This design comes from an exercise in tuning for small area, a short achievable clock period and few clock cycles per item on the open sky130 flow, not from production work.
The RTL was checked by simulation tests, not by an equivalence proof against the original design.
Power and IR drop assume default switching activity.

<file path="flow/run.sh">
#!/bin/bash
# The standard flow, with three changes: the port buffers are the smallest
# buffer cell, the pins may sit on every routing track, and they are placed in
# regions (flow/io.tcl, made by gen/io_gen.py) that keep each tdata_o bit next
# to the input bits feeding it.
export BUFFER_PORTS_ARGS="-buffer_cell sky130_fd_sc_hd__buf_1"
export PLACE_PINS_ARGS="-min_distance 1 -min_distance_in_tracks"
export IO_CONSTRAINTS="$PWD/flow/io.tcl"
bash standard.sh > standard.log 2>&1
</file>
<file path="flow/io.tcl">
set_io_pin_constraint -pin_names {clk resetn tready_i tvalid_o tlast_o pe_valid_i[0] pe_valid_i[1] pe_valid_i[2] pe_valid_i[3] pe_ready_o[0] pe_ready_o[1] pe_ready_o[2] pe_ready_o[3]} -region bottom:3.00-9.58
set_io_pin_constraint -pin_names {tdata_o[0] msg_seq_num_i[0] pe_order_i[112] pe_order_i[256] pe_order_i[400] pe_order_i[544] pe_order_i[0] pe_order_i[144] pe_order_i[288] pe_order_i[432]} -region bottom:9.58-14.64
set_io_pin_constraint -pin_names {tdata_o[1] msg_seq_num_i[1] pe_order_i[1] pe_order_i[145] pe_order_i[289] pe_order_i[433]} -region bottom:14.64-17.67
set_io_pin_constraint -pin_names {tdata_o[2] msg_seq_num_i[2] pe_order_i[114] pe_order_i[258] pe_order_i[402] pe_order_i[546] pe_order_i[2] pe_order_i[146] pe_order_i[290] pe_order_i[434]} -region bottom:17.67-22.73
set_io_pin_constraint -pin_names {tdata_o[3] msg_seq_num_i[3] pe_order_i[3] pe_order_i[147] pe_order_i[291] pe_order_i[435]} -region bottom:22.73-25.77
set_io_pin_constraint -pin_names {tdata_o[4] msg_seq_num_i[4] pe_order_i[4] pe_order_i[148] pe_order_i[292] pe_order_i[436]} -region bottom:25.77-28.81
set_io_pin_constraint -pin_names {tdata_o[5] msg_seq_num_i[5] pe_order_i[5] pe_order_i[149] pe_order_i[293] pe_order_i[437]} -region bottom:28.81-31.84
set_io_pin_constraint -pin_names {tdata_o[6] msg_seq_num_i[6] pe_order_i[6] pe_order_i[150] pe_order_i[294] pe_order_i[438]} -region bottom:31.84-34.88
set_io_pin_constraint -pin_names {tdata_o[7] msg_seq_num_i[7] pe_order_i[7] pe_order_i[151] pe_order_i[295] pe_order_i[439]} -region bottom:34.88-37.91
set_io_pin_constraint -pin_names {tdata_o[8] msg_seq_num_i[8] pe_order_i[120] pe_order_i[264] pe_order_i[408] pe_order_i[552] pe_order_i[8] pe_order_i[152] pe_order_i[296] pe_order_i[440]} -region bottom:37.91-42.97
set_io_pin_constraint -pin_names {tdata_o[9] msg_seq_num_i[9] pe_order_i[9] pe_order_i[153] pe_order_i[297] pe_order_i[441]} -region bottom:42.97-46.01
set_io_pin_constraint -pin_names {tdata_o[10] msg_seq_num_i[10] pe_order_i[10] pe_order_i[154] pe_order_i[298] pe_order_i[442]} -region bottom:46.01-49.05
set_io_pin_constraint -pin_names {tdata_o[11] msg_seq_num_i[11] pe_order_i[11] pe_order_i[155] pe_order_i[299] pe_order_i[443]} -region bottom:49.05-52.08
set_io_pin_constraint -pin_names {tdata_o[12] msg_seq_num_i[12] pe_order_i[12] pe_order_i[156] pe_order_i[300] pe_order_i[444]} -region bottom:52.08-55.12
set_io_pin_constraint -pin_names {tdata_o[13] msg_seq_num_i[13] pe_order_i[13] pe_order_i[157] pe_order_i[301] pe_order_i[445]} -region bottom:55.12-58.15
set_io_pin_constraint -pin_names {tdata_o[14] msg_seq_num_i[14] pe_order_i[14] pe_order_i[158] pe_order_i[302] pe_order_i[446]} -region bottom:58.15-61.19
set_io_pin_constraint -pin_names {tdata_o[15] msg_seq_num_i[15] pe_order_i[15] pe_order_i[159] pe_order_i[303] pe_order_i[447]} -region bottom:61.19-64.23
set_io_pin_constraint -pin_names {tdata_o[16] msg_seq_num_i[16] pe_order_i[64] pe_order_i[208] pe_order_i[352] pe_order_i[496] pe_order_i[16] pe_order_i[160] pe_order_i[304] pe_order_i[448]} -region bottom:64.23-69.29
set_io_pin_constraint -pin_names {tdata_o[17] msg_seq_num_i[17] pe_order_i[65] pe_order_i[209] pe_order_i[353] pe_order_i[497] pe_order_i[17] pe_order_i[161] pe_order_i[305] pe_order_i[449]} -region bottom:69.29-74.35
set_io_pin_constraint -pin_names {tdata_o[18] msg_seq_num_i[18] pe_order_i[66] pe_order_i[210] pe_order_i[354] pe_order_i[498] pe_order_i[18] pe_order_i[162] pe_order_i[306] pe_order_i[450]} -region bottom:74.35-79.41
set_io_pin_constraint -pin_names {tdata_o[19] msg_seq_num_i[19] pe_order_i[67] pe_order_i[211] pe_order_i[355] pe_order_i[499] pe_order_i[19] pe_order_i[163] pe_order_i[307] pe_order_i[451]} -region bottom:79.41-84.47
set_io_pin_constraint -pin_names {tdata_o[20] msg_seq_num_i[20] pe_order_i[68] pe_order_i[212] pe_order_i[356] pe_order_i[500] pe_order_i[20] pe_order_i[164] pe_order_i[308] pe_order_i[452]} -region bottom:84.47-89.53
set_io_pin_constraint -pin_names {tdata_o[21] msg_seq_num_i[21] pe_order_i[69] pe_order_i[213] pe_order_i[357] pe_order_i[501] pe_order_i[21] pe_order_i[165] pe_order_i[309] pe_order_i[453]} -region bottom:89.53-94.59
set_io_pin_constraint -pin_names {tdata_o[22] msg_seq_num_i[22] pe_order_i[70] pe_order_i[214] pe_order_i[358] pe_order_i[502] pe_order_i[22] pe_order_i[166] pe_order_i[310] pe_order_i[454]} -region bottom:94.59-99.65
set_io_pin_constraint -pin_names {tdata_o[23] msg_seq_num_i[23] pe_order_i[71] pe_order_i[215] pe_order_i[359] pe_order_i[503] pe_order_i[23] pe_order_i[167] pe_order_i[311] pe_order_i[455]} -region bottom:99.65-104.71
set_io_pin_constraint -pin_names {tdata_o[24] msg_seq_num_i[24] pe_order_i[72] pe_order_i[216] pe_order_i[360] pe_order_i[504] pe_order_i[24] pe_order_i[168] pe_order_i[312] pe_order_i[456]} -region bottom:104.71-109.77
set_io_pin_constraint -pin_names {tdata_o[25] msg_seq_num_i[25] pe_order_i[73] pe_order_i[217] pe_order_i[361] pe_order_i[505] pe_order_i[25] pe_order_i[169] pe_order_i[313] pe_order_i[457]} -region bottom:109.77-114.83
set_io_pin_constraint -pin_names {tdata_o[26] msg_seq_num_i[26] pe_order_i[74] pe_order_i[218] pe_order_i[362] pe_order_i[506] pe_order_i[26] pe_order_i[170] pe_order_i[314] pe_order_i[458]} -region bottom:114.83-119.89
set_io_pin_constraint -pin_names {tdata_o[27] msg_seq_num_i[27] pe_order_i[75] pe_order_i[219] pe_order_i[363] pe_order_i[507] pe_order_i[27] pe_order_i[171] pe_order_i[315] pe_order_i[459]} -region bottom:119.89-124.95
set_io_pin_constraint -pin_names {tdata_o[28] msg_seq_num_i[28] pe_order_i[76] pe_order_i[220] pe_order_i[364] pe_order_i[508] pe_order_i[28] pe_order_i[172] pe_order_i[316] pe_order_i[460]} -region bottom:124.95-130.01
set_io_pin_constraint -pin_names {tdata_o[29] msg_seq_num_i[29] pe_order_i[77] pe_order_i[221] pe_order_i[365] pe_order_i[509] pe_order_i[29] pe_order_i[173] pe_order_i[317] pe_order_i[461]} -region bottom:130.01-135.07
set_io_pin_constraint -pin_names {tdata_o[30] msg_seq_num_i[30] pe_order_i[78] pe_order_i[222] pe_order_i[366] pe_order_i[510] pe_order_i[30] pe_order_i[174] pe_order_i[318] pe_order_i[462]} -region bottom:135.07-140.13
set_io_pin_constraint -pin_names {tdata_o[31] msg_seq_num_i[31] pe_order_i[79] pe_order_i[223] pe_order_i[367] pe_order_i[511] pe_order_i[31] pe_order_i[175] pe_order_i[319] pe_order_i[463]} -region bottom:140.13-145.19
set_io_pin_constraint -pin_names {tdata_o[32] pe_order_i[128] pe_order_i[272]} -region bottom:145.19-146.70
set_io_pin_constraint -pin_names {pe_order_i[416] pe_order_i[560] pe_order_i[80] pe_order_i[224] pe_order_i[368] pe_order_i[512] pe_order_i[32] pe_order_i[176] pe_order_i[320] pe_order_i[464]} -region right:3.00-10.48
set_io_pin_constraint -pin_names {tdata_o[33] pe_order_i[81] pe_order_i[225] pe_order_i[369] pe_order_i[513] pe_order_i[33] pe_order_i[177] pe_order_i[321] pe_order_i[465]} -region right:10.48-17.21
set_io_pin_constraint -pin_names {tdata_o[34] pe_order_i[82] pe_order_i[226] pe_order_i[370] pe_order_i[514] pe_order_i[34] pe_order_i[178] pe_order_i[322] pe_order_i[466]} -region right:17.21-23.94
set_io_pin_constraint -pin_names {tdata_o[35] pe_order_i[83] pe_order_i[227] pe_order_i[371] pe_order_i[515] pe_order_i[35] pe_order_i[179] pe_order_i[323] pe_order_i[467]} -region right:23.94-30.68
set_io_pin_constraint -pin_names {tdata_o[36] pe_order_i[84] pe_order_i[228] pe_order_i[372] pe_order_i[516] pe_order_i[36] pe_order_i[180] pe_order_i[324] pe_order_i[468]} -region right:30.68-37.41
set_io_pin_constraint -pin_names {tdata_o[37] pe_order_i[85] pe_order_i[229] pe_order_i[373] pe_order_i[517] pe_order_i[37] pe_order_i[181] pe_order_i[325] pe_order_i[469]} -region right:37.41-44.14
set_io_pin_constraint -pin_names {tdata_o[38] pe_order_i[86] pe_order_i[230] pe_order_i[374] pe_order_i[518] pe_order_i[38] pe_order_i[182] pe_order_i[326] pe_order_i[470]} -region right:44.14-50.87
set_io_pin_constraint -pin_names {tdata_o[39] pe_order_i[87] pe_order_i[231] pe_order_i[375] pe_order_i[519] pe_order_i[39] pe_order_i[183] pe_order_i[327] pe_order_i[471]} -region right:50.87-57.60
set_io_pin_constraint -pin_names {tdata_o[40] pe_order_i[136] pe_order_i[280] pe_order_i[424] pe_order_i[568] pe_order_i[88] pe_order_i[232] pe_order_i[376] pe_order_i[520] pe_order_i[40] pe_order_i[184] pe_order_i[328] pe_order_i[472]} -region right:57.60-67.33
set_io_pin_constraint -pin_names {tdata_o[41] pe_order_i[89] pe_order_i[233] pe_order_i[377] pe_order_i[521] pe_order_i[41] pe_order_i[185] pe_order_i[329] pe_order_i[473]} -region right:67.33-74.06
set_io_pin_constraint -pin_names {tdata_o[42] pe_order_i[138] pe_order_i[282] pe_order_i[426] pe_order_i[570] pe_order_i[90] pe_order_i[234] pe_order_i[378] pe_order_i[522] pe_order_i[42] pe_order_i[186] pe_order_i[330] pe_order_i[474]} -region right:74.06-83.78
set_io_pin_constraint -pin_names {tdata_o[43] pe_order_i[91] pe_order_i[235] pe_order_i[379] pe_order_i[523] pe_order_i[43] pe_order_i[187] pe_order_i[331] pe_order_i[475]} -region right:83.78-90.52
set_io_pin_constraint -pin_names {tdata_o[44] pe_order_i[92] pe_order_i[236] pe_order_i[380] pe_order_i[524] pe_order_i[44] pe_order_i[188] pe_order_i[332] pe_order_i[476]} -region right:90.52-97.25
set_io_pin_constraint -pin_names {tdata_o[45] pe_order_i[93] pe_order_i[237] pe_order_i[381] pe_order_i[525] pe_order_i[45] pe_order_i[189] pe_order_i[333] pe_order_i[477]} -region right:97.25-103.98
set_io_pin_constraint -pin_names {tdata_o[46] pe_order_i[94] pe_order_i[238] pe_order_i[382] pe_order_i[526] pe_order_i[46] pe_order_i[190] pe_order_i[334] pe_order_i[478]} -region right:103.98-110.71
set_io_pin_constraint -pin_names {tdata_o[47] pe_order_i[95] pe_order_i[239] pe_order_i[383] pe_order_i[527] pe_order_i[47] pe_order_i[191] pe_order_i[335] pe_order_i[479]} -region right:110.71-117.44
set_io_pin_constraint -pin_names {tdata_o[48] session_id_i[0] pe_order_i[96] pe_order_i[240] pe_order_i[384] pe_order_i[528] pe_order_i[48] pe_order_i[192] pe_order_i[336] pe_order_i[480]} -region right:117.44-124.92
set_io_pin_constraint -pin_names {tdata_o[49] session_id_i[1] pe_order_i[97] pe_order_i[241] pe_order_i[385] pe_order_i[529] pe_order_i[49] pe_order_i[193] pe_order_i[337] pe_order_i[481]} -region right:124.92-132.40
set_io_pin_constraint -pin_names {tdata_o[50] session_id_i[2] pe_order_i[98] pe_order_i[242] pe_order_i[386] pe_order_i[530] pe_order_i[50] pe_order_i[194] pe_order_i[338] pe_order_i[482]} -region right:132.40-139.88
set_io_pin_constraint -pin_names {tdata_o[51] session_id_i[3] pe_order_i[99] pe_order_i[243] pe_order_i[387] pe_order_i[531] pe_order_i[51] pe_order_i[195] pe_order_i[339]} -region right:139.88-146.62
set_io_pin_constraint -pin_names {pe_order_i[483]} -region top:146.49-147.00
set_io_pin_constraint -pin_names {tdata_o[52] session_id_i[4] pe_order_i[100] pe_order_i[244] pe_order_i[388] pe_order_i[532] pe_order_i[52] pe_order_i[196] pe_order_i[340] pe_order_i[484]} -region top:141.43-146.49
set_io_pin_constraint -pin_names {tdata_o[53] session_id_i[5] pe_order_i[101] pe_order_i[245] pe_order_i[389] pe_order_i[533] pe_order_i[53] pe_order_i[197] pe_order_i[341] pe_order_i[485]} -region top:136.37-141.43
set_io_pin_constraint -pin_names {tdata_o[54] session_id_i[6] pe_order_i[102] pe_order_i[246] pe_order_i[390] pe_order_i[534] pe_order_i[54] pe_order_i[198] pe_order_i[342] pe_order_i[486]} -region top:131.31-136.37
set_io_pin_constraint -pin_names {tdata_o[55] session_id_i[7] pe_order_i[103] pe_order_i[247] pe_order_i[391] pe_order_i[535] pe_order_i[55] pe_order_i[199] pe_order_i[343] pe_order_i[487]} -region top:126.25-131.31
set_io_pin_constraint -pin_names {tdata_o[56] session_id_i[8] pe_order_i[104] pe_order_i[248] pe_order_i[392] pe_order_i[536] pe_order_i[56] pe_order_i[200] pe_order_i[344] pe_order_i[488]} -region top:121.19-126.25
set_io_pin_constraint -pin_names {tdata_o[57] session_id_i[9] pe_order_i[105] pe_order_i[249] pe_order_i[393] pe_order_i[537] pe_order_i[57] pe_order_i[201] pe_order_i[345] pe_order_i[489]} -region top:116.13-121.19
set_io_pin_constraint -pin_names {tdata_o[58] session_id_i[10] pe_order_i[106] pe_order_i[250] pe_order_i[394] pe_order_i[538] pe_order_i[58] pe_order_i[202] pe_order_i[346] pe_order_i[490]} -region top:111.07-116.13
set_io_pin_constraint -pin_names {tdata_o[59] session_id_i[11] pe_order_i[107] pe_order_i[251] pe_order_i[395] pe_order_i[539] pe_order_i[59] pe_order_i[203] pe_order_i[347] pe_order_i[491]} -region top:106.01-111.07
set_io_pin_constraint -pin_names {tdata_o[60] session_id_i[12] pe_order_i[108] pe_order_i[252] pe_order_i[396] pe_order_i[540] pe_order_i[60] pe_order_i[204] pe_order_i[348] pe_order_i[492]} -region top:100.95-106.01
set_io_pin_constraint -pin_names {tdata_o[61] session_id_i[13] pe_order_i[109] pe_order_i[253] pe_order_i[397] pe_order_i[541] pe_order_i[61] pe_order_i[205] pe_order_i[349] pe_order_i[493]} -region top:95.89-100.95
set_io_pin_constraint -pin_names {tdata_o[62] session_id_i[14] pe_order_i[110] pe_order_i[254] pe_order_i[398] pe_order_i[542] pe_order_i[62] pe_order_i[206] pe_order_i[350] pe_order_i[494]} -region top:90.83-95.89
set_io_pin_constraint -pin_names {tdata_o[63] session_id_i[15] pe_order_i[111] pe_order_i[255] pe_order_i[399] pe_order_i[543] pe_order_i[63] pe_order_i[207] pe_order_i[351] pe_order_i[495]} -region top:85.77-90.83
set_io_pin_constraint -pin_names {pe_order_i[113] pe_order_i[115] pe_order_i[116] pe_order_i[117] pe_order_i[118] pe_order_i[119] pe_order_i[121] pe_order_i[122] pe_order_i[123] pe_order_i[124] pe_order_i[125] pe_order_i[126] pe_order_i[127] pe_order_i[129] pe_order_i[130] pe_order_i[131] pe_order_i[132] pe_order_i[133] pe_order_i[134] pe_order_i[135] pe_order_i[137] pe_order_i[139] pe_order_i[140] pe_order_i[141] pe_order_i[142] pe_order_i[143] pe_order_i[257] pe_order_i[259] pe_order_i[260] pe_order_i[261] pe_order_i[262] pe_order_i[263] pe_order_i[265] pe_order_i[266] pe_order_i[267] pe_order_i[268] pe_order_i[269] pe_order_i[270] pe_order_i[271] pe_order_i[273] pe_order_i[274] pe_order_i[275] pe_order_i[276] pe_order_i[277] pe_order_i[278] pe_order_i[279] pe_order_i[281] pe_order_i[283] pe_order_i[284] pe_order_i[285] pe_order_i[286] pe_order_i[287] pe_order_i[401] pe_order_i[403] pe_order_i[404] pe_order_i[405] pe_order_i[406] pe_order_i[407] pe_order_i[409] pe_order_i[410] pe_order_i[411] pe_order_i[412] pe_order_i[413] pe_order_i[414] pe_order_i[415] pe_order_i[417] pe_order_i[418] pe_order_i[419] pe_order_i[420] pe_order_i[421] pe_order_i[422] pe_order_i[423] pe_order_i[425] pe_order_i[427] pe_order_i[428] pe_order_i[429] pe_order_i[430] pe_order_i[431] pe_order_i[545] pe_order_i[547] pe_order_i[548] pe_order_i[549] pe_order_i[550] pe_order_i[551] pe_order_i[553] pe_order_i[554] pe_order_i[555] pe_order_i[556] pe_order_i[557] pe_order_i[558] pe_order_i[559] pe_order_i[561] pe_order_i[562] pe_order_i[563] pe_order_i[564] pe_order_i[565] pe_order_i[566] pe_order_i[567] pe_order_i[569] pe_order_i[571] pe_order_i[572] pe_order_i[573] pe_order_i[574] pe_order_i[575]} -region top:33.15-85.77
</file>
<file path="standard.sh">
#!/bin/bash
# synth_recipe.tcl (not shown) runs the flow's synth.tcl, then flattens the netlist and writes it again
# the make line also repeats each setting of config.mk as NAME=value (left out here)
make -C /OpenROAD-flow-scripts/flow DESIGN_CONFIG=/design/flow/config.mk WORK_HOME=/design/flow/orfs CLKGATE_MAP_FILE= SYNTH_SCRIPT=/design/flow/synth_recipe.tcl "${@:-finish}"
</file>
<file path="config.mk">
export PLATFORM = sky130hd
export DESIGN_NAME = top_payload_generator
export DESIGN_NICKNAME = top_payload_generator
export VERILOG_FILES = /design/flow/design.v
export SDC_FILE = /design/flow/constraint.sdc
export NUM_CORES = 4
export LEC_CHECK = 0
export CAP_MARGIN = 20
export CORE_AREA = 2.5 2.5 147.5 147.5
export DIE_AREA = 0 0 150 150
export SETUP_SLACK_MARGIN = 3.2
export SLEW_MARGIN = 20
</file>
<file path="constraint.sdc">
create_clock -name core_clock -period 5.0 [get_ports {clk}]
set_input_delay 1.0000 -clock core_clock [delete_from_list [all_inputs] [get_ports {clk}]]
set_output_delay 1.0000 -clock core_clock [all_outputs]
set_load 0.01 [all_outputs]
</file>
<file path="design.v">
`timescale 1ns/1ns
package order_pkg;
    typedef enum logic [7:0] {
        NEW     = 8'h30,
        CANCEL  = 8'h34,
        REPLACE = 8'h35
    } exec_type_e;
    typedef enum logic [7:0] {
        BUY  = 8'h31,
        SELL = 8'h32
    } side_e;
    typedef enum logic [7:0] {
        MARKET = 8'h31,
        LIMIT  = 8'h32
    } ord_type_e;
    typedef enum logic [7:0] {
        DAY = 8'h30,
        IOC = 8'h33,
        FOK = 8'h34
    } tif_e;
    typedef logic [31:0]       price_t;
    typedef logic [15:0]       qty_t;
    typedef logic [64-1:0] symbol_t;
    typedef struct packed {
        exec_type_e exec_type;
        side_e      side;
        ord_type_e  ord_type;
        tif_e       tif;
        price_t     price;
        qty_t       qty;
        symbol_t    symbol;
    } order_t;
    typedef logic [5-1:0][7:0] order_no_t;
endpackage
`timescale 1ns/1ns
package stream_pkg;
    typedef logic [64-1:0] beat_t;
    typedef logic [$clog2(4)-1:0] pe_idx_t;
    typedef enum logic [2:0] {
        IDLE,
        HDR,
        BODY,
        SYM,
        TAIL
    } builder_state_e;
    typedef logic [15:0] session_id_t;
    typedef logic [31:0] seq_num_t;
endpackage
`timescale 1ns/1ns
module order_no_counter (
    input  logic                 clk,
    input  logic                 resetn,
    input  logic                 advance_i,
    output order_pkg::order_no_t order_no_o
);
    logic [4*5-1:0] bcd_q;
    logic [5-1:0]   nine_q;     
    logic [5-1:0]   step_q;     
    logic [5-1:0]   nine;
    logic [5-1:0]   step;
    always_comb begin
        logic c;
        c = 1'b1;
        for (int d = 0; d < 5; d++) begin
            nine[d] = bcd_q[4*d +: 4] == 4'd9;
            step[d] = c;
            c = c && nine[d];
        end
    end
    always_ff @(posedge clk) begin
        if (!resetn) begin
            bcd_q  <= '0;
            nine_q <= '0;
            step_q <= 'b1;
        end else begin
            nine_q <= nine;
            step_q <= step;
            for (int d = 0; d < 5; d++) begin
                if (advance_i && step_q[d]) begin
                    bcd_q[4*d +: 4] <= nine_q[d] ? 4'd0 : bcd_q[4*d +: 4] + 4'd1;
                end
            end
        end
    end
    logic [8*5-1:0] ascii;
    always_comb begin
        for (int d = 0; d < 5; d++) begin
            ascii[8*d +: 8] = {4'h3, bcd_q[4*d +: 4]};
        end
    end
    assign order_no_o = ascii;
endmodule
`timescale 1ns/1ns
module top_payload_generator (
    input  logic                          clk,
    input  logic                          resetn,
    input  logic [15:0]                   session_id_i,
    input  logic [31:0]                   msg_seq_num_i,
    input  logic [4-1:0]            pe_valid_i,
    input  logic [4*(32 + 32 + 16 + 64)-1:0]   pe_order_i,
    output logic [4-1:0]            pe_ready_o,
    input  logic                          tready_i,
    output logic                          tvalid_o,
    output logic                          tlast_o,
    output logic [64-1:0]            tdata_o
);
    logic                 tvalid_q;
    logic                 tlast_q;
    logic [3:0]           bsel_q;
    logic [2:0][4-1:0] esel_q;
    stream_pkg::pe_idx_t  cur_q;       
    stream_pkg::pe_idx_t  nxt_q;       
    logic                 have_q;
    logic [4-1:0]   rdy_q;
    stream_pkg::beat_t    tdata_q, tdata_d;
    order_pkg::order_no_t order_no;
    logic                 ld;
    logic                 start;
    logic                 next0;       
    logic [4-1:0]   busy;
    logic [4-1:0]   cand;
    stream_pkg::pe_idx_t  pick;
    logic                 found;
    assign ld    = !tvalid_q || tready_i;
    assign start = ld && bsel_q[0] && (|esel_q[0]);
    assign next0 = ld ? (bsel_q[3] || (bsel_q[0] && !(|esel_q[0]))) : bsel_q[0];
    assign busy = esel_q[1] | esel_q[2] | rdy_q;
    assign cand = pe_valid_i & ~busy;
    always_comb begin
        found = 1'b0;
        pick  = cur_q;
        for (int k = 1; k <= 4; k++) begin
            if (!found && cand[stream_pkg::pe_idx_t'(cur_q + k)]) begin
                found = 1'b1;
                pick  = stream_pkg::pe_idx_t'(cur_q + k);
            end
        end
    end
    always_ff @(posedge clk) begin
        if (!resetn) begin
            tvalid_q <= 1'b0;
            tlast_q  <= 1'b0;
            bsel_q   <= 4'b0001;
            esel_q   <= '0;
            cur_q    <= '0;
            nxt_q    <= '0;
            have_q   <= 1'b0;
            rdy_q    <= '0;
        end else begin
            if (ld) begin
                tvalid_q  <= !bsel_q[0] || (|esel_q[0]);
                tlast_q   <= bsel_q[3];
                bsel_q[1] <= start;
                bsel_q[2] <= bsel_q[1];
                bsel_q[3] <= bsel_q[2];
                bsel_q[0] <= next0;
                esel_q[1] <= start ? esel_q[0] : '0;
                esel_q[2] <= esel_q[1];
                rdy_q     <= esel_q[2];
            end else begin
                rdy_q     <= '0;
            end
            for (int e = 0; e < 4; e++) begin
                esel_q[0][e] <= next0 && have_q && !start && nxt_q == stream_pkg::pe_idx_t'(e);
            end
            if (start) begin
                cur_q  <= nxt_q;
                have_q <= 1'b0;
            end else if (!have_q) begin
                have_q <= found;
                nxt_q  <= pick;
            end
        end
    end
    logic [4-1:0][64-1:0] eterm;
    for (genvar e = 0; e < 4; e++) begin : g_eng
        logic [(32 + 32 + 16 + 64)-1:0] o;
        assign o = pe_order_i[e*(32 + 32 + 16 + 64) +: (32 + 32 + 16 + 64)];
        assign eterm[e] = ({64{esel_q[0][e]}} & {16'h0,
                                                 5'b0, o[138], 1'b0, o[136],
                                                 6'b0, ~o[128], o[128],
                                                 32'h0})
                        | ({64{esel_q[1][e]}} & {o[111:80], o[79:64],
                                                 6'b0, ~o[120], o[120],
                                                 5'b0, o[114], o[112], o[112]})
                        | ({64{esel_q[2][e]}} & o[63:0]);
    end
    assign tdata_d = ({64{bsel_q[0]}} & {session_id_i, 8'h30, 8'h30, msg_seq_num_i})
                   | ({64{bsel_q[1]}} & {32'h0, 16'h0, 8'h30, 8'h30})
                   | ({64{bsel_q[3]}} & {order_no, 24'd0})
                   | eterm[0] | eterm[1] | eterm[2] | eterm[3];
    always_ff @(posedge clk) begin
        if (ld) tdata_q <= tdata_d;
    end
    order_no_counter u_order_no (
        .clk        (clk),
        .resetn     (resetn),
        .advance_i  (ld && bsel_q[3]),
        .order_no_o (order_no)
    );
    assign tvalid_o   = tvalid_q;
    assign tlast_o    = tlast_q;
    assign tdata_o    = tdata_q;
    assign pe_ready_o = rdy_q;
endmodule
</file>
==> results of run 1 <==
[cell usage after synthesis, types with 5 or more instances]
master,n
a22oi_1,116
edfxtp_1,64
clkbuf_1,55
dfxtp_1,55
a221oi_1,51
a21oi_1,47
nand3_1,47
nand2_1,46
a22o_1,45
a222oi_1,35
nand4_1,26
nor2_1,23
buf_1,16
inv_1,14
nor3_1,13
o21ai_0,11
ha_1,10
a31oi_1,6
and3_1,6
or4_1,6
nor2b_1,5
[power groups by stage]
stage | Sequential (mW) | Clock, mW | Combinational (mW)
2_1_floorplan | 1.53 | 0 | 0.459
3_3_place_gp | 1.47 | 0 | 1.06
3_5_place_dp | 1.48 | 0 | 1.05
4_1_cts | 1.46 | 1.14 | 1.21
[layer usage]
| layer | GRT usage (%) | GRT overflow |
|---|---|---|
| met1 | 39.9 | 0 |
| met2 | 47.4 | 2 |
| met3 | 15.4 | 0 |
| met4 | 24.0 | 0 |
| met5 | 4.32 | 0 |
[stage by stage]
step / setup WS, ns / utilization [%]
4_1_cts: 3.02 / 51.1
3_5_place_dp: 1.80 / 46.2
3_3_place_gp: 1.81 / 46.2
2_1_floorplan: 2.82 / -
[how the worst max path moves through the flow]
stage | endpoint | slack [ns] | cells past startpoint
2_1_floorplan | nxt_q[0] | 2.82 | 5
3_3_place_gp | esel_q[0] | 1.81 | 7
3_5_place_dp | esel_q[0] | 1.80 | 7
4_1_cts | tdata_o[33] | 3.02 | 1
[kinds of logic after synthesis]
kind of cell,after synthesis,synth area share [%]
AND/OR/NAND/NOR,195,14.7
adder cells (fa/ha/maj),10,1.77
flip-flops,119,42.7
buffers and inverters,89,4.86
multiplexers,3,0.424
AO/OA/AOI/OAI,325,35.6
[timing repair]
item                                    in CTS
pin swaps                                    2
endpoints found under the setup margin     216
hold buffers                                 0
cloned                                       3
gates resized for setup                    117
buffers inserted                            15
==> out/metrics.yaml, run 1 <==
outcome: "aborted with a tool error"
cts_buffer_depth: 2
synthTopCellsByArea: "edfxtp_1 (27%), dfxtp_1 (16%), a22oi_1 (12%)"
initial_core_util_pct: 34.0
ios: 701
grt_pass1_wl_mm: 56.5
grt_usage_pct: 33.7
synth_area_mm2: 0.00708
h-tree-depth: 4
cts-root-buf: "clkbuf_16"
dp_cells: 1553
synthArstFlopShare_pct: 0
io_buffers: 596
haltStage: "global routing (5_1_grt)"
syn_area_per_cell_um2: 9.55
place.gp.congestion: 1.01
cts_inserted_buffers: 17
grt_pass1_vias: 9468
tool.error: "[ERROR GRT-0116] Global routing finished with congestion. Check the congestion regions in the DRC Viewer."
die_x_um: 150
ys_seq_elements: 119
yosys.area.top_type: "edfxtp_1"
grt_max_degree: 55
synth.distinct_cells: 48
syn_nets: 1382
seq_area_frac_synth_pct: 42.7
synthFlopType: "edfxtp_1"
hpwl_mm: 27.1
synth_warnings: 2
dpl_cell_area_mm2: 0.00962
grt_overflow: 2
syn_inst: 741
synth-edff-count: 64
chipHeight_um: 150
synth_top_area_share_pct: 27.1
clock_sinks: 119
row_count: 53
Testbench counts, summed over its fixed seeds: cycles 38,424, items 9,600.
==> run 2: changes to the inputs <==
==> flow/io.tcl (replaced) <==
set_io_pin_constraint -pin_names {clk resetn tready_i tvalid_o tlast_o pe_valid_i[0] pe_valid_i[1] pe_valid_i[2] pe_valid_i[3] pe_ready_o[0] pe_ready_o[1] pe_ready_o[2] pe_ready_o[3]} -region bottom:3.00-9.58
set_io_pin_constraint -pin_names {tdata_o[0] msg_seq_num_i[0] pe_order_i[112] pe_order_i[256] pe_order_i[400] pe_order_i[544] pe_order_i[0] pe_order_i[144] pe_order_i[288] pe_order_i[432]} -region bottom:9.58-14.64
set_io_pin_constraint -pin_names {tdata_o[1] msg_seq_num_i[1] pe_order_i[1] pe_order_i[145] pe_order_i[289] pe_order_i[433]} -region bottom:14.64-17.67
set_io_pin_constraint -pin_names {tdata_o[2] msg_seq_num_i[2] pe_order_i[114] pe_order_i[258] pe_order_i[402] pe_order_i[546] pe_order_i[2] pe_order_i[146] pe_order_i[290] pe_order_i[434]} -region bottom:17.67-22.73
set_io_pin_constraint -pin_names {tdata_o[3] msg_seq_num_i[3] pe_order_i[3] pe_order_i[147] pe_order_i[291] pe_order_i[435]} -region bottom:22.73-25.77
set_io_pin_constraint -pin_names {tdata_o[4] msg_seq_num_i[4] pe_order_i[4] pe_order_i[148] pe_order_i[292] pe_order_i[436]} -region bottom:25.77-28.81
set_io_pin_constraint -pin_names {tdata_o[5] msg_seq_num_i[5] pe_order_i[5] pe_order_i[149] pe_order_i[293] pe_order_i[437]} -region bottom:28.81-31.84
set_io_pin_constraint -pin_names {tdata_o[6] msg_seq_num_i[6] pe_order_i[6] pe_order_i[150] pe_order_i[294] pe_order_i[438]} -region bottom:31.84-34.88
set_io_pin_constraint -pin_names {tdata_o[7] msg_seq_num_i[7] pe_order_i[7] pe_order_i[151] pe_order_i[295] pe_order_i[439]} -region bottom:34.88-37.91
set_io_pin_constraint -pin_names {tdata_o[8] msg_seq_num_i[8] pe_order_i[120] pe_order_i[264] pe_order_i[408] pe_order_i[552] pe_order_i[8] pe_order_i[152] pe_order_i[296] pe_order_i[440]} -region bottom:37.91-42.97
set_io_pin_constraint -pin_names {tdata_o[9] msg_seq_num_i[9] pe_order_i[9] pe_order_i[153] pe_order_i[297] pe_order_i[441]} -region bottom:42.97-46.01
set_io_pin_constraint -pin_names {tdata_o[10] msg_seq_num_i[10] pe_order_i[10] pe_order_i[154] pe_order_i[298] pe_order_i[442]} -region bottom:46.01-49.05
set_io_pin_constraint -pin_names {tdata_o[11] msg_seq_num_i[11] pe_order_i[11] pe_order_i[155] pe_order_i[299] pe_order_i[443]} -region bottom:49.05-52.08
set_io_pin_constraint -pin_names {tdata_o[12] msg_seq_num_i[12] pe_order_i[12] pe_order_i[156] pe_order_i[300] pe_order_i[444]} -region bottom:52.08-55.12
set_io_pin_constraint -pin_names {tdata_o[13] msg_seq_num_i[13] pe_order_i[13] pe_order_i[157] pe_order_i[301] pe_order_i[445]} -region bottom:55.12-58.15
set_io_pin_constraint -pin_names {tdata_o[14] msg_seq_num_i[14] pe_order_i[14] pe_order_i[158] pe_order_i[302] pe_order_i[446]} -region bottom:58.15-61.19
set_io_pin_constraint -pin_names {tdata_o[15] msg_seq_num_i[15] pe_order_i[15] pe_order_i[159] pe_order_i[303] pe_order_i[447]} -region bottom:61.19-64.23
set_io_pin_constraint -pin_names {tdata_o[16] msg_seq_num_i[16] pe_order_i[64] pe_order_i[208] pe_order_i[352] pe_order_i[496] pe_order_i[16] pe_order_i[160] pe_order_i[304] pe_order_i[448]} -region bottom:64.23-69.29
set_io_pin_constraint -pin_names {tdata_o[17] msg_seq_num_i[17] pe_order_i[65] pe_order_i[209] pe_order_i[353] pe_order_i[497] pe_order_i[17] pe_order_i[161] pe_order_i[305] pe_order_i[449]} -region bottom:69.29-74.35
set_io_pin_constraint -pin_names {tdata_o[18] msg_seq_num_i[18] pe_order_i[66] pe_order_i[210] pe_order_i[354] pe_order_i[498] pe_order_i[18] pe_order_i[162] pe_order_i[306] pe_order_i[450]} -region bottom:74.35-79.41
set_io_pin_constraint -pin_names {tdata_o[19] msg_seq_num_i[19] pe_order_i[67] pe_order_i[211] pe_order_i[355] pe_order_i[499] pe_order_i[19] pe_order_i[163] pe_order_i[307] pe_order_i[451]} -region bottom:79.41-84.47
set_io_pin_constraint -pin_names {tdata_o[20] msg_seq_num_i[20] pe_order_i[68] pe_order_i[212] pe_order_i[356] pe_order_i[500] pe_order_i[20] pe_order_i[164] pe_order_i[308] pe_order_i[452]} -region bottom:84.47-89.53
set_io_pin_constraint -pin_names {tdata_o[21] msg_seq_num_i[21] pe_order_i[69] pe_order_i[213] pe_order_i[357] pe_order_i[501] pe_order_i[21] pe_order_i[165] pe_order_i[309] pe_order_i[453]} -region bottom:89.53-94.59
set_io_pin_constraint -pin_names {tdata_o[22] msg_seq_num_i[22] pe_order_i[70] pe_order_i[214] pe_order_i[358] pe_order_i[502] pe_order_i[22] pe_order_i[166] pe_order_i[310] pe_order_i[454]} -region bottom:94.59-99.65
set_io_pin_constraint -pin_names {tdata_o[23] msg_seq_num_i[23] pe_order_i[71] pe_order_i[215] pe_order_i[359] pe_order_i[503] pe_order_i[23] pe_order_i[167] pe_order_i[311] pe_order_i[455]} -region bottom:99.65-104.71
set_io_pin_constraint -pin_names {tdata_o[24] msg_seq_num_i[24] pe_order_i[72] pe_order_i[216] pe_order_i[360] pe_order_i[504] pe_order_i[24] pe_order_i[168] pe_order_i[312] pe_order_i[456]} -region bottom:104.71-109.77
set_io_pin_constraint -pin_names {tdata_o[25] msg_seq_num_i[25] pe_order_i[73] pe_order_i[217] pe_order_i[361] pe_order_i[505] pe_order_i[25] pe_order_i[169] pe_order_i[313] pe_order_i[457]} -region bottom:109.77-114.83
set_io_pin_constraint -pin_names {tdata_o[26] msg_seq_num_i[26] pe_order_i[74] pe_order_i[218] pe_order_i[362] pe_order_i[506] pe_order_i[26] pe_order_i[170] pe_order_i[314] pe_order_i[458]} -region bottom:114.83-119.89
set_io_pin_constraint -pin_names {tdata_o[27] msg_seq_num_i[27] pe_order_i[75] pe_order_i[219] pe_order_i[363] pe_order_i[507] pe_order_i[27] pe_order_i[171] pe_order_i[315] pe_order_i[459]} -region bottom:119.89-124.95
set_io_pin_constraint -pin_names {tdata_o[28] msg_seq_num_i[28] pe_order_i[76] pe_order_i[220] pe_order_i[364] pe_order_i[508] pe_order_i[28] pe_order_i[172] pe_order_i[316] pe_order_i[460]} -region bottom:124.95-130.01
set_io_pin_constraint -pin_names {tdata_o[29] msg_seq_num_i[29] pe_order_i[77] pe_order_i[221] pe_order_i[365] pe_order_i[509] pe_order_i[29] pe_order_i[173] pe_order_i[317] pe_order_i[461]} -region bottom:130.01-135.07
set_io_pin_constraint -pin_names {tdata_o[30] msg_seq_num_i[30] pe_order_i[78] pe_order_i[222] pe_order_i[366] pe_order_i[510] pe_order_i[30] pe_order_i[174] pe_order_i[318] pe_order_i[462]} -region bottom:135.07-140.13
set_io_pin_constraint -pin_names {tdata_o[31] msg_seq_num_i[31] pe_order_i[79] pe_order_i[223] pe_order_i[367] pe_order_i[511] pe_order_i[31] pe_order_i[175] pe_order_i[319] pe_order_i[463]} -region bottom:140.13-145.19
set_io_pin_constraint -pin_names {tdata_o[32] pe_order_i[128] pe_order_i[272] pe_order_i[416] pe_order_i[560] pe_order_i[80] pe_order_i[224] pe_order_i[368] pe_order_i[512] pe_order_i[32] pe_order_i[176] pe_order_i[320] pe_order_i[464]} -region bottom:145.19-151.76
set_io_pin_constraint -pin_names {tdata_o[33] pe_order_i[81] pe_order_i[225] pe_order_i[369] pe_order_i[513] pe_order_i[33] pe_order_i[177] pe_order_i[321] pe_order_i[465]} -region bottom:151.76-156.32
set_io_pin_constraint -pin_names {tdata_o[34] pe_order_i[82] pe_order_i[226] pe_order_i[370] pe_order_i[514] pe_order_i[34] pe_order_i[178] pe_order_i[322] pe_order_i[466]} -region bottom:156.32-160.87
set_io_pin_constraint -pin_names {tdata_o[35] pe_order_i[83]} -region bottom:160.87-161.88
set_io_pin_constraint -pin_names {pe_order_i[227] pe_order_i[371] pe_order_i[515] pe_order_i[35] pe_order_i[179] pe_order_i[323] pe_order_i[467]} -region right:3.00-8.24
set_io_pin_constraint -pin_names {tdata_o[36] pe_order_i[84] pe_order_i[228] pe_order_i[372] pe_order_i[516] pe_order_i[36] pe_order_i[180] pe_order_i[324] pe_order_i[468]} -region right:8.24-14.97
set_io_pin_constraint -pin_names {tdata_o[37] pe_order_i[85] pe_order_i[229] pe_order_i[373] pe_order_i[517] pe_order_i[37] pe_order_i[181] pe_order_i[325] pe_order_i[469]} -region right:14.97-21.70
set_io_pin_constraint -pin_names {tdata_o[38] pe_order_i[86] pe_order_i[230] pe_order_i[374] pe_order_i[518] pe_order_i[38] pe_order_i[182] pe_order_i[326] pe_order_i[470]} -region right:21.70-28.43
set_io_pin_constraint -pin_names {tdata_o[39] pe_order_i[87] pe_order_i[231] pe_order_i[375] pe_order_i[519] pe_order_i[39] pe_order_i[183] pe_order_i[327] pe_order_i[471]} -region right:28.43-35.16
set_io_pin_constraint -pin_names {tdata_o[40] pe_order_i[136] pe_order_i[280] pe_order_i[424] pe_order_i[568] pe_order_i[88] pe_order_i[232] pe_order_i[376] pe_order_i[520] pe_order_i[40] pe_order_i[184] pe_order_i[328] pe_order_i[472]} -region right:35.16-44.89
set_io_pin_constraint -pin_names {tdata_o[41] pe_order_i[89] pe_order_i[233] pe_order_i[377] pe_order_i[521] pe_order_i[41] pe_order_i[185] pe_order_i[329] pe_order_i[473]} -region right:44.89-51.62
set_io_pin_constraint -pin_names {tdata_o[42] pe_order_i[138] pe_order_i[282] pe_order_i[426] pe_order_i[570] pe_order_i[90] pe_order_i[234] pe_order_i[378] pe_order_i[522] pe_order_i[42] pe_order_i[186] pe_order_i[330] pe_order_i[474]} -region right:51.62-61.34
set_io_pin_constraint -pin_names {tdata_o[43] pe_order_i[91] pe_order_i[235] pe_order_i[379] pe_order_i[523] pe_order_i[43] pe_order_i[187] pe_order_i[331] pe_order_i[475]} -region right:61.34-68.08
set_io_pin_constraint -pin_names {tdata_o[44] pe_order_i[92] pe_order_i[236] pe_order_i[380] pe_order_i[524] pe_order_i[44] pe_order_i[188] pe_order_i[332] pe_order_i[476]} -region right:68.08-74.81
set_io_pin_constraint -pin_names {tdata_o[45] pe_order_i[93] pe_order_i[237] pe_order_i[381] pe_order_i[525] pe_order_i[45] pe_order_i[189] pe_order_i[333] pe_order_i[477]} -region right:74.81-81.54
set_io_pin_constraint -pin_names {tdata_o[46] pe_order_i[94] pe_order_i[238] pe_order_i[382] pe_order_i[526] pe_order_i[46] pe_order_i[190] pe_order_i[334] pe_order_i[478]} -region right:81.54-88.27
set_io_pin_constraint -pin_names {tdata_o[47] pe_order_i[95] pe_order_i[239] pe_order_i[383] pe_order_i[527] pe_order_i[47] pe_order_i[191] pe_order_i[335] pe_order_i[479]} -region right:88.27-95.00
set_io_pin_constraint -pin_names {tdata_o[48] session_id_i[0] pe_order_i[96] pe_order_i[240] pe_order_i[384] pe_order_i[528] pe_order_i[48] pe_order_i[192] pe_order_i[336] pe_order_i[480]} -region right:95.00-102.48
set_io_pin_constraint -pin_names {tdata_o[49] session_id_i[1] pe_order_i[97] pe_order_i[241] pe_order_i[385] pe_order_i[529] pe_order_i[49] pe_order_i[193] pe_order_i[337] pe_order_i[481]} -region right:102.48-109.96
set_io_pin_constraint -pin_names {tdata_o[50] session_id_i[2] pe_order_i[98] pe_order_i[242] pe_order_i[386] pe_order_i[530] pe_order_i[50] pe_order_i[194] pe_order_i[338] pe_order_i[482]} -region right:109.96-117.44
set_io_pin_constraint -pin_names {tdata_o[51] session_id_i[3] pe_order_i[99] pe_order_i[243] pe_order_i[387] pe_order_i[531] pe_order_i[51] pe_order_i[195] pe_order_i[339] pe_order_i[483]} -region right:117.44-124.92
set_io_pin_constraint -pin_names {tdata_o[52] session_id_i[4] pe_order_i[100] pe_order_i[244] pe_order_i[388] pe_order_i[532] pe_order_i[52] pe_order_i[196] pe_order_i[340] pe_order_i[484]} -region right:124.92-132.40
set_io_pin_constraint -pin_names {tdata_o[53] session_id_i[5] pe_order_i[101] pe_order_i[245] pe_order_i[389] pe_order_i[533] pe_order_i[53] pe_order_i[197] pe_order_i[341] pe_order_i[485]} -region right:132.40-139.88
set_io_pin_constraint -pin_names {tdata_o[54] session_id_i[6] pe_order_i[102] pe_order_i[246] pe_order_i[390] pe_order_i[534] pe_order_i[54] pe_order_i[198] pe_order_i[342] pe_order_i[486]} -region right:139.88-147.36
set_io_pin_constraint -pin_names {tdata_o[55] session_id_i[7] pe_order_i[103] pe_order_i[247] pe_order_i[391] pe_order_i[535] pe_order_i[55] pe_order_i[199] pe_order_i[343] pe_order_i[487]} -region right:147.36-154.84
set_io_pin_constraint -pin_names {tdata_o[56] session_id_i[8] pe_order_i[104] pe_order_i[248] pe_order_i[392] pe_order_i[536] pe_order_i[56] pe_order_i[200] pe_order_i[344]} -region right:154.84-161.58
set_io_pin_constraint -pin_names {pe_order_i[488]} -region top:161.49-162.00
set_io_pin_constraint -pin_names {tdata_o[57] session_id_i[9] pe_order_i[105] pe_order_i[249] pe_order_i[393] pe_order_i[537] pe_order_i[57] pe_order_i[201] pe_order_i[345] pe_order_i[489]} -region top:156.43-161.49
set_io_pin_constraint -pin_names {tdata_o[58] session_id_i[10] pe_order_i[106] pe_order_i[250] pe_order_i[394] pe_order_i[538] pe_order_i[58] pe_order_i[202] pe_order_i[346] pe_order_i[490]} -region top:151.37-156.43
set_io_pin_constraint -pin_names {tdata_o[59] session_id_i[11] pe_order_i[107] pe_order_i[251] pe_order_i[395] pe_order_i[539] pe_order_i[59] pe_order_i[203] pe_order_i[347] pe_order_i[491]} -region top:146.31-151.37
set_io_pin_constraint -pin_names {tdata_o[60] session_id_i[12] pe_order_i[108] pe_order_i[252] pe_order_i[396] pe_order_i[540] pe_order_i[60] pe_order_i[204] pe_order_i[348] pe_order_i[492]} -region top:141.25-146.31
set_io_pin_constraint -pin_names {tdata_o[61] session_id_i[13] pe_order_i[109] pe_order_i[253] pe_order_i[397] pe_order_i[541] pe_order_i[61] pe_order_i[205] pe_order_i[349] pe_order_i[493]} -region top:136.19-141.25
set_io_pin_constraint -pin_names {tdata_o[62] session_id_i[14] pe_order_i[110] pe_order_i[254] pe_order_i[398] pe_order_i[542] pe_order_i[62] pe_order_i[206] pe_order_i[350] pe_order_i[494]} -region top:131.13-136.19
set_io_pin_constraint -pin_names {tdata_o[63] session_id_i[15] pe_order_i[111] pe_order_i[255] pe_order_i[399] pe_order_i[543] pe_order_i[63] pe_order_i[207] pe_order_i[351] pe_order_i[495]} -region top:126.07-131.13
set_io_pin_constraint -pin_names {pe_order_i[113] pe_order_i[115] pe_order_i[116] pe_order_i[117] pe_order_i[118] pe_order_i[119] pe_order_i[121] pe_order_i[122] pe_order_i[123] pe_order_i[124] pe_order_i[125] pe_order_i[126] pe_order_i[127] pe_order_i[129] pe_order_i[130] pe_order_i[131] pe_order_i[132] pe_order_i[133] pe_order_i[134] pe_order_i[135] pe_order_i[137] pe_order_i[139] pe_order_i[140] pe_order_i[141] pe_order_i[142] pe_order_i[143] pe_order_i[257] pe_order_i[259] pe_order_i[260] pe_order_i[261] pe_order_i[262] pe_order_i[263] pe_order_i[265] pe_order_i[266] pe_order_i[267] pe_order_i[268] pe_order_i[269] pe_order_i[270] pe_order_i[271] pe_order_i[273] pe_order_i[274] pe_order_i[275] pe_order_i[276] pe_order_i[277] pe_order_i[278] pe_order_i[279] pe_order_i[281] pe_order_i[283] pe_order_i[284] pe_order_i[285] pe_order_i[286] pe_order_i[287] pe_order_i[401] pe_order_i[403] pe_order_i[404] pe_order_i[405] pe_order_i[406] pe_order_i[407] pe_order_i[409] pe_order_i[410] pe_order_i[411] pe_order_i[412] pe_order_i[413] pe_order_i[414] pe_order_i[415] pe_order_i[417] pe_order_i[418] pe_order_i[419] pe_order_i[420] pe_order_i[421] pe_order_i[422] pe_order_i[423] pe_order_i[425] pe_order_i[427] pe_order_i[428] pe_order_i[429] pe_order_i[430] pe_order_i[431] pe_order_i[545] pe_order_i[547] pe_order_i[548] pe_order_i[549] pe_order_i[550] pe_order_i[551] pe_order_i[553] pe_order_i[554] pe_order_i[555] pe_order_i[556] pe_order_i[557] pe_order_i[558] pe_order_i[559] pe_order_i[561] pe_order_i[562] pe_order_i[563] pe_order_i[564] pe_order_i[565] pe_order_i[566] pe_order_i[567] pe_order_i[569] pe_order_i[571] pe_order_i[572] pe_order_i[573] pe_order_i[574] pe_order_i[575]} -region top:73.45-126.07
--- a/config.mk
+++ b/config.mk
@@ -6,7 +6,7 @@
 export NUM_CORES = 4
 export LEC_CHECK = 0
 export CAP_MARGIN = 20
-export CORE_AREA = 2.5 2.5 147.5 147.5
-export DIE_AREA = 0 0 150 150
+export CORE_AREA = 2.5 2.5 162.5 162.5
+export DIE_AREA = 0 0 165 165
 export SETUP_SLACK_MARGIN = 3.2
 export SLEW_MARGIN = 20
==> out/metrics.yaml, run 2 <==
outcome: "aborted with a tool error"
haltStage: "global routing (5_1_grt)"
tool.error: "[ERROR GRT-0116] Global routing finished with congestion. Check the congestion regions in the DRC Viewer."
cts_buffer_depth: 2
yosys.area.top_type: "edfxtp_1"
cts-root-buf: "clkbuf_16"
synth_top_area_share_pct: 27.1
die_x_um: 165
grt_max_degree: 55
dpl_cell_area_mm2: 0.00967
row_count: 58
grt_pass1_vias: 9552
synthTopCellsByCount: "a22oi_1 (116), edfxtp_1 (64), clkbuf_1 (55), dfxtp_1 (55), a221oi_1 (51)"
chipHeight_um: 165
grt_overflow: 9
syn_area_per_cell_um2: 9.55
synthArstFlopShare_pct: 0
grt_pass1_wl_mm: 56.7
syn_nets: 1382
synthTopCellsByArea: "edfxtp_1 (27%), dfxtp_1 (16%), a22oi_1 (12%)"
syn_inst: 741
ios: 701
clock_sinks: 119
cts_inserted_buffers: 17
synth_area_mm2: 0.00708
grt_usage_pct: 27.8
ys_seq_elements: 119
hpwl_mm: 26.4
yosysMostFrequentCell: "a22oi_1"
io_buffers: 596
synth.distinct_cells: 48
h-tree-depth: 4
synth_warnings: 2
initial_core_util_pct: 28.1
place.gp.congestion: 0.996
seq_area_frac_synth_pct: 42.7
synthFlopType: "edfxtp_1"
synth-edff-count: 64
run 2: cell counts after synthesis:
No cell type changed its count.
run 2: routing by layer:
metal	GRT usage, %	GRT overflow
met5	1.33	0
met4	21.3	1
met3	12.3	0
met2	38.6	8
met1	33.4	0
run 2: power groups by stage:
stage          combinational, mW  clock, mW  sequential [mW]
2_1_floorplan              0.459          0             1.53
3_3_place_gp                1.02          0             1.48
3_5_place_dp                1.02          0             1.49
4_1_cts                     1.13       1.30             1.46
run 2: cells by family after synthesis:
logic type               share of synthesized area [%]
AO/OA/AOI/OAI                                     35.6
AND/OR/NAND/NOR                                   14.7
flip-flops                                        42.7
buffers and inverters                             4.86
adder cells (fa/ha/maj)                           1.77
multiplexers                                     0.424
run 2: stage by stage:
step | cells | worst slack (ns)
after floorplan | 741 | 2.82
after global placement | 1605 | 1.83
after detailed placement | 1605 | 1.82
after CTS | 1647 | 3.03
run 2: how the worst max path moves through the flow:
stage / slack (ns) / to
4_1_cts: 3.03 / tdata_o[36]
2_1_floorplan: 2.82 / nxt_q[0]
3_3_place_gp: 1.83 / nxt_q[1]
3_5_place_dp: 1.82 / nxt_q[1]
run 2: repair_timing:
item                                   4_1_cts
gates cloned                                 3
resized for setup                          107
hold buffers                                 0
setup buffers                                7
setup endpoints to repair                  216
pin swaps                                    2
endpoints found under the hold margin        0
